From an optimization exercise on the open Yosys and OpenROAD flow, aimed at small area; shortcuts taken in it are not production practice.
Function was checked by simulation only, so behaviour that the tests miss may differ from the original.
Power figures rest on the tool's default switching activity, not on a simulated workload.

run 1:
## fetch_unit
module fetch_unit (
    input  logic                         clk,
    input  logic                         rst,
    input  logic                         pc_en,
    input  logic                         modify_pc_ex,
    input  logic [fetch_pkg::ADDR_W-1:0] update_pc_ex,
    input  logic                         update_btb_ex,
    input  logic [fetch_pkg::ADDR_W-1:0] pc_ex,
    input  logic [fetch_pkg::ADDR_W-1:0] jump_addr_ex,
    input  logic                         ex_branch_taken,
    output logic [fetch_pkg::ADDR_W-1:0] pc_if,
    output logic                         predicted_taken_if,
    output logic [fetch_pkg::ADDR_W-1:0] predicted_target_if
);
==> flow/config.mk <==
export PLATFORM = sky130hd
export DESIGN_NAME = fetch_unit
export DESIGN_NICKNAME = fetch_unit
export VERILOG_FILES = /design/flow/design.v
export SDC_FILE = /design/flow/constraint.sdc
export NUM_CORES = 4
export LEC_CHECK = 0
export CAP_MARGIN = 0
export CORE_MARGIN = 2
export CORE_UTILIZATION = 60
export GPL_TIMING_DRIVEN = 0
export SLEW_MARGIN = 0
export SYNTH_HIERARCHICAL = 1
==> flow/constraint.sdc <==
create_clock -name core_clock -period 10.0 [get_ports {clk}]
set_input_delay 2.0000 -clock core_clock [delete_from_list [all_inputs] [get_ports {clk}]]
set_output_delay 2.0000 -clock core_clock [all_outputs]
set_load 0.01 [all_outputs]
standard.sh (not shown) runs the stock make flow with config.mk's settings and CLKGATE_MAP_FILE= SYNTH_SCRIPT=/design/flow/synth_recipe.tcl, a recipe that flattens the netlist after the stock synthesis.
==> flow/flow/run.sh <==
#!/bin/bash
# Standard ORFS layout (standard.sh, synthesis included) with two changes:
# one-drive buffers on the ports, and a clock tree of clkbuf_8 leaf
# clusters without dummy loads.
set -uo pipefail
export BUFFER_PORTS_ARGS="-buffer_cell sky130_fd_sc_hd__buf_1"
export CTS_ARGS="-sink_clustering_enable -repair_clock_nets -dont_use_dummy_load -buf_list sky130_fd_sc_hd__clkbuf_8 -sink_clustering_size 18 -sink_clustering_max_diameter 60"
bash standard.sh finish > flow_make.log 2>&1
The inputs of run 2 differ from those of run 1 as listed below.
Settings: clearing GPL_TIMING_DRIVEN, which used to be 0.
## What came out
On wire length, run 1 loses to run 2.
The met2 wire length in run 2 was lower than what run 1 gave.
Run 2 against run 1: final setup skew barely changed; fraction of the cycle the final worst path needs lost 2.1 points; via count of the first global-routing pass went up.
As far as insertion delay of the later-clocked pin in the worst-skew pair is concerned, run 1 and run 2 perform about the same.
Lower worst setup slack among run 1 and run 2: run 1
Run 2 against run 1; total power of the final layout is down slightly.

========
Setup of P:
fetch_unit, a different RTL version from the one above (not shown whole).
Size in the first run: about 2200 cells after synthesis.
export LEC_CHECK = 0
export CAP_MARGIN = 0
export CORE_MARGIN = 2
export CORE_UTILIZATION = 60
export SLEW_MARGIN = 0
export SYNTH_HIERARCHICAL = 1
create_clock -name core_clock -period 10.0 [get_ports {clk}]
Scripts as last shown in full above: flow/flow/run.sh
P: all stages complete, timing, DRC and antenna checks passed
Input changes introduced in Q (baseline for comparison: P):
diff --git a/flow/flow/run.sh b/flow/flow/run.sh
--- a/flow/flow/run.sh
+++ b/flow/flow/run.sh
@@ -7 +7 @@
-export CTS_ARGS="-sink_clustering_enable -repair_clock_nets -dont_use_dummy_load -buf_list sky130_fd_sc_hd__clkbuf_8 -sink_clustering_size 18 -sink_clustering_max_diameter 60"
+export CTS_ARGS="-sink_clustering_enable -repair_clock_nets -dont_use_dummy_load -buf_list sky130_fd_sc_hd__clkbuf_8 -sink_clustering_size 16 -sink_clustering_max_diameter 60"
Notes after the runs:
- Compared with P, in Q flip-flop and latch share of the layout cell area level; final-layout clock buffer total increased 8.5%; fmax grew by 1.3%; setup slack of the critical path after layout moved up.
- The final cell utilization of the core on Q is in line with that on P.
- For wire length per cell, Q and P come out practically identical.
- Power: Q draws more than P
- Q vs. P: minimum clock period went down by 0.13 ns.

========
fetch_unit, a different RTL version from the one above (not shown whole).
Size: about 1,000 flip-flops, about 170 I/O pins, roughly 40,000 µm² of cells after synthesis.
## fetch_unit
module fetch_unit (
    input  logic                         clk,
    input  logic                         rst,
    input  logic                         pc_en,
    input  logic                         modify_pc_ex,
    input  logic [fetch_pkg::ADDR_W-1:0] update_pc_ex,
    input  logic                         update_btb_ex,
    input  logic [fetch_pkg::ADDR_W-1:0] pc_ex,
    input  logic [fetch_pkg::ADDR_W-1:0] jump_addr_ex,
    input  logic                         ex_branch_taken,
    output logic [fetch_pkg::ADDR_W-1:0] pc_if,
    output logic                         predicted_taken_if,
    output logic [fetch_pkg::ADDR_W-1:0] predicted_target_if
);
    localparam int SETS  = fetch_pkg::SETS;
    localparam int TAG_W = fetch_pkg::TAG_W;
    localparam int AW    = fetch_pkg::ADDR_W;
    logic [1:0]       st_q   [SETS];
    logic [TAG_W-1:0] tag0_q [SETS];
    logic [TAG_W-1:0] tag1_q [SETS];
    logic [AW-1:0]    tgt0_q [SETS];
    logic [AW-1:0]    tgt1_q [SETS];
    logic [1:0]       ctr0_q [SETS];
    logic [1:0]       ctr1_q [SETS];
    logic [AW-1:0]    pc_q;
    logic [SETS*TAG_W-1:0] tag0_rows, tag1_rows;
    logic [SETS*AW-1:0]    tgt0_rows, tgt1_rows;
    logic [SETS*4-1:0]     f_rows;    
    logic [SETS*6-1:0]     u_rows;    
    always_comb begin
        for (int s = 0; s < SETS; s++) begin
            tag0_rows[s*TAG_W +: TAG_W] = tag0_q[s];
            tag1_rows[s*TAG_W +: TAG_W] = tag1_q[s];
            tgt0_rows[s*AW +: AW]       = tgt0_q[s];
  ...
clock: 10.0 ns
lec_check: 0
cap_margin: 0
core_margin: 2
core_utilization: 60
slew_margin: 0
synth_hierarchical: 1
run.sh (not shown) runs the stock make flow with config.mk's settings and CLKGATE_MAP_FILE= SYNTH_SCRIPT=/design/flow/synth_recipe.tcl, a recipe that flattens the netlist after the stock synthesis.
Stock flow here: none of the scripts above is used.
The baseline produced a clean layout.
Rerun with:
==> flow/flow/run.sh (new file) <==
#!/bin/bash
# Standard ORFS layout (standard.sh, synthesis included) with two changes:
# one-drive buffers on the ports, and a clock tree of clkbuf_8 leaf
# clusters without dummy loads.
set -uo pipefail
export BUFFER_PORTS_ARGS="-buffer_cell sky130_fd_sc_hd__buf_1"
export CTS_ARGS="-sink_clustering_enable -repair_clock_nets -dont_use_dummy_load -buf_list sky130_fd_sc_hd__clkbuf_8 -sink_clustering_size 16 -sink_clustering_max_diameter 60"
bash standard.sh finish > flow_make.log 2>&1
==> flow/standard.sh (new file) <==
#!/bin/bash
# synth_recipe.tcl (not shown) runs the flow's synth.tcl, then flattens the netlist and writes it again
# the make line also repeats each setting of config.mk as NAME=value (left out here)
make -C /OpenROAD-flow-scripts/flow DESIGN_CONFIG=/design/flow/config.mk WORK_HOME=/design/flow/orfs CLKGATE_MAP_FILE= SYNTH_SCRIPT=/design/flow/synth_recipe.tcl "${@:-finish}"
removed: flow/run.sh
What happened:
- The new run completed with no timing, DRC or antenna violations
- synthesized cell count stays the same
- first-iteration DRC count climbs by a few percent
- global-route usage climbs by 0.28 points
- register-to-register slack is worse by 0.21 ns
- sequential share of layout area climbs by 5.0 points
- cell count drops by a few percent
- via count drops slightly
- setup slack is worse by 0.073 ns

what the ideal ports hide:
In the flow no input, the clock included, has a driving cell. The finished layouts below were timed again as built, in two steps. Step 1: set_driving_cell puts a clkbuf_16 on clk and a buf_2 on each other input, an assumption about the parent block. Step 2 times the ports against the registers' clock, not the clock port: input delays grow and output delays shrink by t, the midpoint of the rising clock arrivals with the driver on. a / b / c = no drivers / after step 1 / after step 2; a / b = the first two.
run | t, ns | setup slack, ns | latest minus earliest clock arrival (ns) | slew at the worst register clock pin (ns) | worst slew at a driven data input, ns
run 1 | 0.736 | 0.352 / 0.289 / 1.026 | 0.064 / 0.063 | 0.11 / 0.11 | 0.11
run 2 | 0.739 | 0.565 / 0.504 / 1.243 | 0.056 / 0.056 | 0.11 / 0.11 | 0.13
P | 0.767 | 0.459 / 0.391 / 1.158 | 0.084 / 0.084 | 0.11 / 0.11 | 0.13
Q | 0.750 | 0.584 / 0.517 / 1.267 | 0.088 / 0.088 | 0.10 / 0.10 | 0.12
the first run of note 3 | 0.721 | 0.227 / 0.163 / 0.884 | 0.028 / 0.028 | 0.06 / 0.06 | 0.16
the second run of note 3 | 0.742 | 0.154 / 0.088 / 0.830 | 0.061 / 0.061 | 0.10 / 0.10 | 0.11
After both steps every run listed still meets setup and hold.
